Source: an optimization exercise on an open RTL-to-GDS flow (aim: small area). Production flows keep margins and buffers that such runs may drop. RTL that was checked went through simulation tests only; none was proved equivalent to the original. Power and IR drop assume default switching activity.

birch:
Design pe_dot_accum_4xpack, start of the top module:
module pe_dot_accum_4xpack #(
    parameter int DOT_SIZE          = 8,
    parameter int MULT_OUTPUT_WIDTH = 9,
    parameter int MULT_LATENCY      = 3,
    parameter int ACCUM_WIDTH       = 12
) (
    input  logic                                                   clock,
    input  logic                                                   reset,
    input  logic                                                   i_valid,
    input  logic                                                   i_first,
    input  logic                                                   i_last,
    input  logic [1:0][1:0][DOT_SIZE-1:0][MULT_OUTPUT_WIDTH-1:0] i_mult_output,
    input  logic                                                   i_ready,
    output logic                                                   o_valid,
    output logic [1:0][1:0][ACCUM_WIDTH-1:0]                       o_result,
    output logic                                                   o_overflow
);
    logic [3:0] r_v, r_f, r_l;
    logic       r_ld, r_empty;
    always_ff @(posedge clock) begin
        r_f <= {r_f[2:0], i_first};
        r_l <= {r_l[2:0], i_last};
        if (reset) begin
            r_v  <= '0;
            r_ld <= 1'b0;
        end else begin
            r_v  <= {r_v[2:0], i_valid};
            r_ld <= r_v[3] & r_l[3];
        end
    end
    always_ff @(posedge clock) begin
        if (reset)
            r_empty <= 1'b1;
        else if (r_v[3])
            r_empty <= 1'b0;
    end
    logic w_start;
    assign w_start = r_f[3] | r_empty;
    logic [3:0][12:0] r_acc;
    logic [3:0][11:0] w_res;
    for (genvar n = 0; n < 4; n++) begin : g_lane
        logic [18:0] w_d, r_d;
  ...
For scale: roughly 1200 cells after synthesis, about 190 flip-flops, roughly 340 I/O pins, about 16000 µm² of cells after synthesis.
Settings: LEC_CHECK=0, CAP_MARGIN=20, CORE_MARGIN=2, CORE_UTILIZATION=40, SLEW_MARGIN=20, SYNTH_HIERARCHICAL=1, SYNTH_MINIMUM_KEEP_SIZE=0; clock period 4.5 ns.
standard.sh (not shown) runs the stock make flow with config.mk's settings and CLKGATE_MAP_FILE= SYNTH_SCRIPT=/design/flow/synth_recipe.tcl, a recipe that flattens the netlist after the stock synthesis.
==> flow/flow/run.sh <==
#!/bin/bash
# Standard layout, with the smallest buffer as the port buffer and a leaner clock tree.
set -euo pipefail
bash standard.sh BUFFER_PORTS_ARGS="-buffer_cell sky130_fd_sc_hd__buf_1" \
  CTS_ARGS="-sink_clustering_enable -repair_clock_nets -root_buf sky130_fd_sc_hd__clkbuf_16 -sink_clustering_buffer sky130_fd_sc_hd__clkbuf_8 -buf_list sky130_fd_sc_hd__clkbuf_8 -dont_use_dummy_load" \
  finish > standard_flow.log 2>&1
Here is what was changed in the inputs of maple compared with birch.
--- a/flow/design.v
+++ b/flow/design.v
@@ -1,9 +1,9 @@
 module pe_dot_lane (
     input  logic [71:0]  p,
-    output logic [18:0]  d
+    output logic [17:0]  d
 );
     wire t1 = p[0] ^ p[8];
     wire t2 = p[1] ^ p[8];
     wire t3 = p[2] ^ p[8];
     wire t4 = p[3] ^ p[8];
     wire t5 = p[4] ^ p[8];
@@ -186,13 +186,13 @@
     pe_fa u_t181 (.a(t164), .b(t175), .c(t177), .s(t181), .co(t182));
     wire t183, t184;
     pe_fa u_t183 (.a(t166), .b(t168), .c(t179), .s(t183), .co(t184));
     wire t185, t186;
     pe_fa u_t185 (.a(t181), .b(t170), .c(t183), .s(t185), .co(t186));
     wire t187, t188;
-    pe_ha u_t187 (.a(t172), .b(t185), .s(t187), .co(t188));
+    pe_fa u_t187 (.a(t172), .b(t185), .c(t174), .s(t187), .co(t188));
     wire t189, t190;
     pe_fa u_t189 (.a(t176), .b(t178), .c(t180), .s(t189), .co(t190));
     wire t191, t192;
     pe_fa u_t191 (.a(t182), .b(t71), .c(t184), .s(t191), .co(t192));
     wire t193, t194;
     pe_fa u_t193 (.a(t189), .b(t186), .c(t191), .s(t193), .co(t194));
@@ -204,46 +204,45 @@
     assign d[3] = t118;
     assign d[4] = t131;
     assign d[5] = t145;
     assign d[6] = t146;
     assign d[7] = t159;
     assign d[8] = t173;
-    assign d[9] = t174;
-    assign d[10] = t187;
-    assign d[11] = t188;
-    assign d[12] = t193;
-    assign d[13] = t194;
-    assign d[14] = t195;
-    assign d[15] = t83;
-    assign d[16] = t196;
-    assign d[17] = t84;
-    assign d[18] = t81;
+    assign d[9] = t187;
+    assign d[10] = t188;
+    assign d[11] = t193;
+    assign d[12] = t194;
+    assign d[13] = t195;
+    assign d[14] = t83;
+    assign d[15] = t196;
+    assign d[16] = t84;
+    assign d[17] = t81;
 endmodule
 module pe_acc_add (
     input  logic [12:0]  base,
-    input  logic [18:0]  d,
+    input  logic [17:0]  d,
     output logic [12:0]  sum
 );
     wire t1, t2;
     pe_fa u_t1 (.a(base[3]), .b(d[3]), .c(d[4]), .s(t1), .co(t2));
     wire t3, t4;
     pe_ha u_t3 (.a(base[4]), .b(d[5]), .s(t3), .co(t4));
     wire t5, t6;
     pe_fa u_t5 (.a(base[5]), .b(d[6]), .c(d[7]), .s(t5), .co(t6));
     wire t7, t8;
     pe_ha u_t7 (.a(base[6]), .b(d[8]), .s(t7), .co(t8));
     wire t9, t10;
-    pe_fa u_t9 (.a(base[7]), .b(d[9]), .c(d[10]), .s(t9), .co(t10));
+    pe_ha u_t9 (.a(base[7]), .b(d[9]), .s(t9), .co(t10));
     wire t11, t12;
-    pe_fa u_t11 (.a(base[8]), .b(d[11]), .c(d[12]), .s(t11), .co(t12));
+    pe_fa u_t11 (.a(base[8]), .b(d[10]), .c(d[11]), .s(t11), .co(t12));
     wire t13, t14;
-    pe_fa u_t13 (.a(base[9]), .b(d[13]), .c(d[14]), .s(t13), .co(t14));
+    pe_fa u_t13 (.a(base[9]), .b(d[12]), .c(d[13]), .s(t13), .co(t14));
     wire t15, t16;
-    pe_fa u_t15 (.a(base[10]), .b(d[15]), .c(d[16]), .s(t15), .co(t16));
+    pe_fa u_t15 (.a(base[10]), .b(d[14]), .c(d[15]), .s(t15), .co(t16));
     wire t17, t18;
-    pe_ha u_t17 (.a(base[11]), .b(d[17]), .s(t17), .co(t18));
+    pe_ha u_t17 (.a(base[11]), .b(d[16]), .s(t17), .co(t18));
     wire t19, t20;
     pe_ha u_t19 (.a(base[0]), .b(d[0]), .s(t19), .co(t20));
     wire t21, t22;
     pe_fa u_t21 (.a(base[1]), .b(d[1]), .c(t20), .s(t21), .co(t22));
     wire t23, t24;
     pe_fa u_t23 (.a(base[2]), .b(d[2]), .c(t22), .s(t23), .co(t24));
@@ -262,13 +261,13 @@
     wire t37, t38;
     pe_fa u_t37 (.a(t12), .b(t13), .c(t36), .s(t37), .co(t38));
     wire t39, t40;
     pe_fa u_t39 (.a(t14), .b(t15), .c(t38), .s(t39), .co(t40));
     wire t41, t42;
     pe_fa u_t41 (.a(t16), .b(t17), .c(t40), .s(t41), .co(t42));
-    wire t43 = t18 ^ base[12] ^ d[18] ^ t42;
+    wire t43 = t18 ^ base[12] ^ d[17] ^ t42;
     wire t44 = t33 ^ t32;
     wire t45 = t32 & t33;
     wire t46 = t35 ^ t45;
     wire t47 = t33 & t35;
     wire t48 = t32 & t47;
     wire t49 = t37 ^ t48;
@@ -333,13 +332,13 @@
     end
     logic w_start;
     assign w_start = r_f[3] | r_empty;
     logic [3:0][12:0] r_acc;
     logic [3:0][11:0] w_res;
     for (genvar n = 0; n < 4; n++) begin : g_lane
-        logic [18:0] w_d, r_d;
+        logic [17:0] w_d, r_d;
         logic [12:0] w_sum;
         logic        w_clip;
         pe_dot_lane u_dot (.p(i_mult_output[n/2][n%2]), .d(w_d));
         always_ff @(posedge clock)
             r_d <= w_d;
         pe_acc_add u_add (.base(w_start ? 13'd0 : r_acc[n]), .d(r_d), .sum(w_sum));
Results
Area of combinational cells with multiple inputs of birch is on par with maple.
maple vs birch: final clock period utilization by the worst path up in maple
The higher fraction of the mapped netlist area in adder cells of maple and birch is in maple.
maple: fraction of standard cell area that is sequential is 0.64 points lower than what birch reported.
Synthesized area: maple and birch compared, higher one is birch
Compared with birch, synthesized cell count in maple decreased slightly.
Looking at area added between synthesis and finish, maple sits 1.4 points above birch.
Simple-gate share of the synthesized area of birch is on par with maple.
Going from birch to maple, total power draw ~0 delta, routed wire length saw a decrease, finished layout cell area has increased, placer congestion estimate increased by about 0.8% relative to the old numbers, global-route wire length before repair fell about 1.8%.
Function not checked in birch: the RTL went through the layout flow alone.

==> re-timing with driven ports <==
The flow's constraints put no driver on any port. The routed layouts listed below were extracted and timed again, unchanged, in two steps. Step 1, drivers: a clkbuf_16 drives clock and a buf_2 each remaining input, both assumed. Step 2, shift: input delay + t, output delay - t, t = (earliest + latest rising clock arrival at the registers) / 2. This alone moves slack from input paths to output paths. a / b / c = ideal / step 1 / step 2; a / b = the first two.
run	t, ns	setup slack, ns	latest minus earliest clock arrival (ns)
birch	0.423	0.550 / 0.571 / 0.148	0.018 / 0.018
maple	0.428	0.311 / 0.332 / -0.096	0.026 / 0.026
Met with ideal ports but missed after step 2: setup timing in maple. For maple, which loses most, drivers alone change the setup slack by +0.021 ns; drivers and shift together by -0.407 ns.
